This design comes from an exercise in tuning for small area on the open sky130 flow, not from production work.
The RTL was checked by simulation tests, not by an equivalence proof against the original design.
No activity file was given, so power comes from the tool's default toggle rates.

== alpha ==
## gauge_command_stepper_display
module gauge_command_stepper_display (
  input  logic                             clk,
  input  logic                             rst,
  input  logic                             in_valid,
  output logic                             in_ready,
  input  logic [1:0]                       in_func,
  input  logic [7:0]                       in_rx_byte,
  output logic                             out_valid,
  input  logic                             out_ready,
  output logic                             out_kind,
  output logic [7:0]                       out_value,
  output logic                             out_lcd_is_data,
  input  logic                             cfg_wen,
  input  logic [gcsd_pkg::CFG_INDEX_W-1:0] cfg_index,
  input  logic [gcsd_pkg::CFG_DATA_W-1:0]  cfg_data
);
  logic       in_acc, byte_en, tick, poll;
  logic       tgt_a_we, tgt_b_we, char_we;
  logic [7:0] operand_hi;
  logic [7:0] drive;
  logic       at_col0, row, busy, rd_done;
  logic [7:0] rd_data;
  logic       o_valid;
  logic       o_kind;
  logic       o_is_data;
  logic [7:0] o_value;
  assign in_ready = !o_valid && !busy;
  assign in_acc   = in_valid && in_ready;
  assign byte_en  = in_acc && (in_func == 2'd0);
  assign tick     = in_acc && (in_func == 2'd1);
  ...
For scale: about 1200 cells after synthesis, ~76 I/O pins, roughly 14000 µm² of cells after synthesis.
Settings: LEC_CHECK=0, CAP_MARGIN=20, CORE_MARGIN=2, CORE_UTILIZATION=40, CTS_BUF_LIST=sky130_fd_sc_hd__clkbuf_16, CTS_CLUSTER_DIAMETER=60, CTS_CLUSTER_SIZE=24, SLEW_MARGIN=20; clock period 5.0 ns.
standard.sh (not shown) runs the stock make flow with config.mk's settings and CLKGATE_MAP_FILE= SYNTH_SCRIPT=/design/flow/synth_recipe.tcl, a recipe that flattens the netlist after the stock synthesis.
==> flow/flow/run.sh <==
#!/bin/bash
# The standard layout with two changes:
#  - synthesis maps the logic with an area-oriented ABC script (flow/abc_area.script)
#    in place of ORFS's speed script; everything else in synthesis is unchanged;
#  - the port buffers are made from the smallest buffer cell.
set -euo pipefail
here=$PWD
rm -rf scripts_area
cp -r "$FLOW_HOME/scripts" scripts_area
cp flow/abc_area.script scripts_area/abc_speed.script
bash standard.sh "SCRIPTS_DIR=$here/scripts_area" synth > synth.log 2>&1
bash standard.sh "BUFFER_PORTS_ARGS=-buffer_cell sky130_fd_sc_hd__buf_1" finish > layout.log 2>&1
==> flow/flow/abc_area.script <==
strash
balance; rewrite; refactor; balance; rewrite; rewrite -z; balance; refactor -z; rewrite -z; balance
dch -f
amap
topo
dnsize -c
alpha closes out successfully: all stages finished, all timing, DRC and antenna checks passed.
The following lists how epsilon was set up differently from alpha:
Settings: CTS_BUF_LIST now sky130_fd_sc_hd__clkbuf_8, was sky130_fd_sc_hd__clkbuf_16; CTS_CLUSTER_SIZE now 16, was 24.
==> flow/flow/run.sh <==
#!/bin/bash
# The standard layout with these changes:
#  - synthesis maps the logic with an area-oriented ABC script (flow/abc_area.script)
#    in place of ORFS's speed script, and leaves adders to ABC as plain logic
#    (ADDER_MAP_FILE empty); everything else in synthesis is unchanged;
#  - the port buffers are made from the smallest buffer cell.
# Each step's full output goes to its own log here: synth.log, layout.log.
set -euo pipefail
here=$PWD
rm -rf scripts_area
cp -r "$FLOW_HOME/scripts" scripts_area
cp flow/abc_area.script scripts_area/abc_speed.script
bash standard.sh "SCRIPTS_DIR=$here/scripts_area" "ADDER_MAP_FILE=" synth > synth.log 2>&1
bash standard.sh "BUFFER_PORTS_ARGS=-buffer_cell sky130_fd_sc_hd__buf_1" finish > layout.log 2>&1
## What came out
Every run in the comparison, epsilon and alpha, completed the flow with a clean layout.
Taking alpha as the reference, in epsilon met2 layer usage reported by global route up 2.1 points; detailed-route via count up 0.73%; utilization down 1.6 points; number of I/O port buffers flat; clock-pin slew reported for the worst setup and hold paths after clock tree synthesis flat.
Compound-cell area share of the yosys netlist: lower on epsilon
epsilon vs alpha — vertical die dimension dropped slightly

========
Setup of north:
Starting RTL as in the previous note.
clock: 5.0 ns
lec_check: 0
cap_margin: 20
core_margin: 2
core_utilization: 40
cts_buf_list: sky130_fd_sc_hd__clkbuf_8
cts_cluster_diameter: 60
cts_cluster_size: 16
slew_margin: 20
==> flow/flow/run.sh <==
#!/bin/bash
# The standard layout with two changes:
#  - synthesis maps the logic with an area-oriented ABC script (flow/abc_area.script)
#    in place of ORFS's speed script; everything else in synthesis is unchanged;
#  - the port buffers are made from the smallest buffer cell.
set -euo pipefail
here=$PWD
rm -rf scripts_area
cp -r "$FLOW_HOME/scripts" scripts_area
cp flow/abc_area.script scripts_area/abc_speed.script
bash standard.sh "SCRIPTS_DIR=$here/scripts_area" synth > synth.log 2>&1
bash standard.sh "BUFFER_PORTS_ARGS=-buffer_cell sky130_fd_sc_hd__buf_1" finish > layout.log 2>&1
Scripts as last shown in full above: flow/flow/abc_area.script
The following lists how south was set up differently from north:
--- a/flow/config.mk
+++ b/flow/config.mk
@@ -9,6 +9,7 @@
 export CORE_MARGIN = 2
 export CORE_UTILIZATION = 40
-export CTS_BUF_LIST = sky130_fd_sc_hd__clkbuf_8
-export CTS_CLUSTER_DIAMETER = 60
-export CTS_CLUSTER_SIZE = 16
+export CTS_BUF_LIST = sky130_fd_sc_hd__clkbuf_16
+export CTS_CLUSTER_DIAMETER = 80
+export CTS_CLUSTER_SIZE = 30
+export GPL_TIMING_DRIVEN = 0
 export SLEW_MARGIN = 20
Notes after the runs:
south was carried through to the last stage, and its layout satisfied the timing, design-rule and antenna checks.
south does worse than north on net switching power.
Going from north to south, the count of clock-buffer cells in the layout was found to have gone down by 17.
On south: detailed-router iteration count before antenna repair is 1 lower than what north gave.
Compared with north, south shows total power that has gone up by a few percent.
Iteration-0 DRC count of the detailed router grows by a few percent when moving from north to south.
The end point of the critical path comes out u_display.u_ring.slot[0][0]$_DFF_P_ in one run and o_value[2]$_DFFE_PP_ in the other, namely in south and north respectively.
Run comparison: north cell at the slowest stage of the critical path sky130_fd_sc_hd__o21ai_0; south cell at the slowest stage of the critical path sky130_fd_sc_hd__o211ai_1
Diff south and north: clock network area share higher in south
The lower number of nets in the layout came out of south.
[south] clock period minus final worst setup slack rose 270 ps relative to north
Diff south and north: setup slack of the critical path after layout higher in north
Modified inputs, east compared to south
--- a/flow/flow/run.sh
+++ b/flow/flow/run.sh
@@ -9,4 +9,4 @@
 cp -r "$FLOW_HOME/scripts" scripts_area
 cp flow/abc_area.script scripts_area/abc_speed.script
-bash standard.sh "SCRIPTS_DIR=$here/scripts_area" synth > synth.log 2>&1
+bash standard.sh "SCRIPTS_DIR=$here/scripts_area" "ADDER_MAP_FILE=" synth > synth.log 2>&1
 bash standard.sh "BUFFER_PORTS_ARGS=-buffer_cell sky130_fd_sc_hd__buf_1" finish > layout.log 2>&1
--- a/flow/config.mk
+++ b/flow/config.mk
@@ -9,7 +9,6 @@
 export CORE_MARGIN = 2
 export CORE_UTILIZATION = 40
-export CTS_BUF_LIST = sky130_fd_sc_hd__clkbuf_16
-export CTS_CLUSTER_DIAMETER = 80
-export CTS_CLUSTER_SIZE = 30
-export GPL_TIMING_DRIVEN = 0
+export CTS_BUF_LIST = sky130_fd_sc_hd__clkbuf_8
+export CTS_CLUSTER_DIAMETER = 60
+export CTS_CLUSTER_SIZE = 16
 export SLEW_MARGIN = 20
In summary, east completed successfully, with a layout that passed the timing, design-rule and antenna checks. south has a lower worst setup slack than east. For the number of search-and-repair iterations in the first detailed-routing pass, east came in 1 higher than south did. Between south and east, utilization decreased. Delta(biggest fanout along the worst timing path, east - south) < 0. From south to east the numbers moved as follows: total power of the final layout went down; via count of the first global-routing pass grew by 2.2%. The higher last weighted congestion value of the routability-driven placer came out of south.
[inputs] west vs east
==> flow/flow/abc_area.script <==
strash
dc2
dch -f
amap
topo
dnsize -c
Results
- Measured against each other, west and east differ in post-layout instance count excluding filler cells, the lower figure coming from west.
- For share of total power in combinational logic, west and east come out practically identical.
- Changes observed in west relative to east: total area of multi-input combinational cells moved up, wire length has increased.

[port drivers added, routing unchanged]
No port has a modelled driver above. Below, the same layouts with a new extraction and two added sets of constraints. Step 1 sets driving cells, clkbuf_16 on the clock port and buf_2 on the other inputs (assumed; they add their load-dependent delay and slew). Step 2, shift: input delay + t, output delay - t, t = (earliest + latest rising clock arrival at the registers) / 2. This alone moves slack from input paths to output paths. a / b / c = ideal / step 1 / step 2; a / b = the first two.
run | t (ns) | slack for setup (ns) | hold WS [ns] | cell pins on the clock port's net
alpha | 0.613 | 0.896 / 0.896 / 0.743 | 0.321 / 0.321 / 0.321 | 1
epsilon | 0.662 | 0.712 / 0.712 / 0.712 | 0.328 / 0.328 / 0.328 | 1
north | 0.588 | 0.871 / 0.871 / 0.694 | 0.316 / 0.316 / 0.316 | 1
south | 0.585 | 0.598 / 0.610 / 0.026 | 0.319 / 0.319 / 0.319 | 1
east | 0.662 | 0.712 / 0.712 / 0.712 | 0.328 / 0.328 / 0.328 | 1
west | 0.589 | 0.724 / 0.724 / 0.724 | 0.329 / 0.329 / 0.329 | 1
After both steps setup and hold are still met in every run listed. The setup slack of south, which loses most, moves by +0.012 ns with the drivers and by -0.572 ns with both steps.
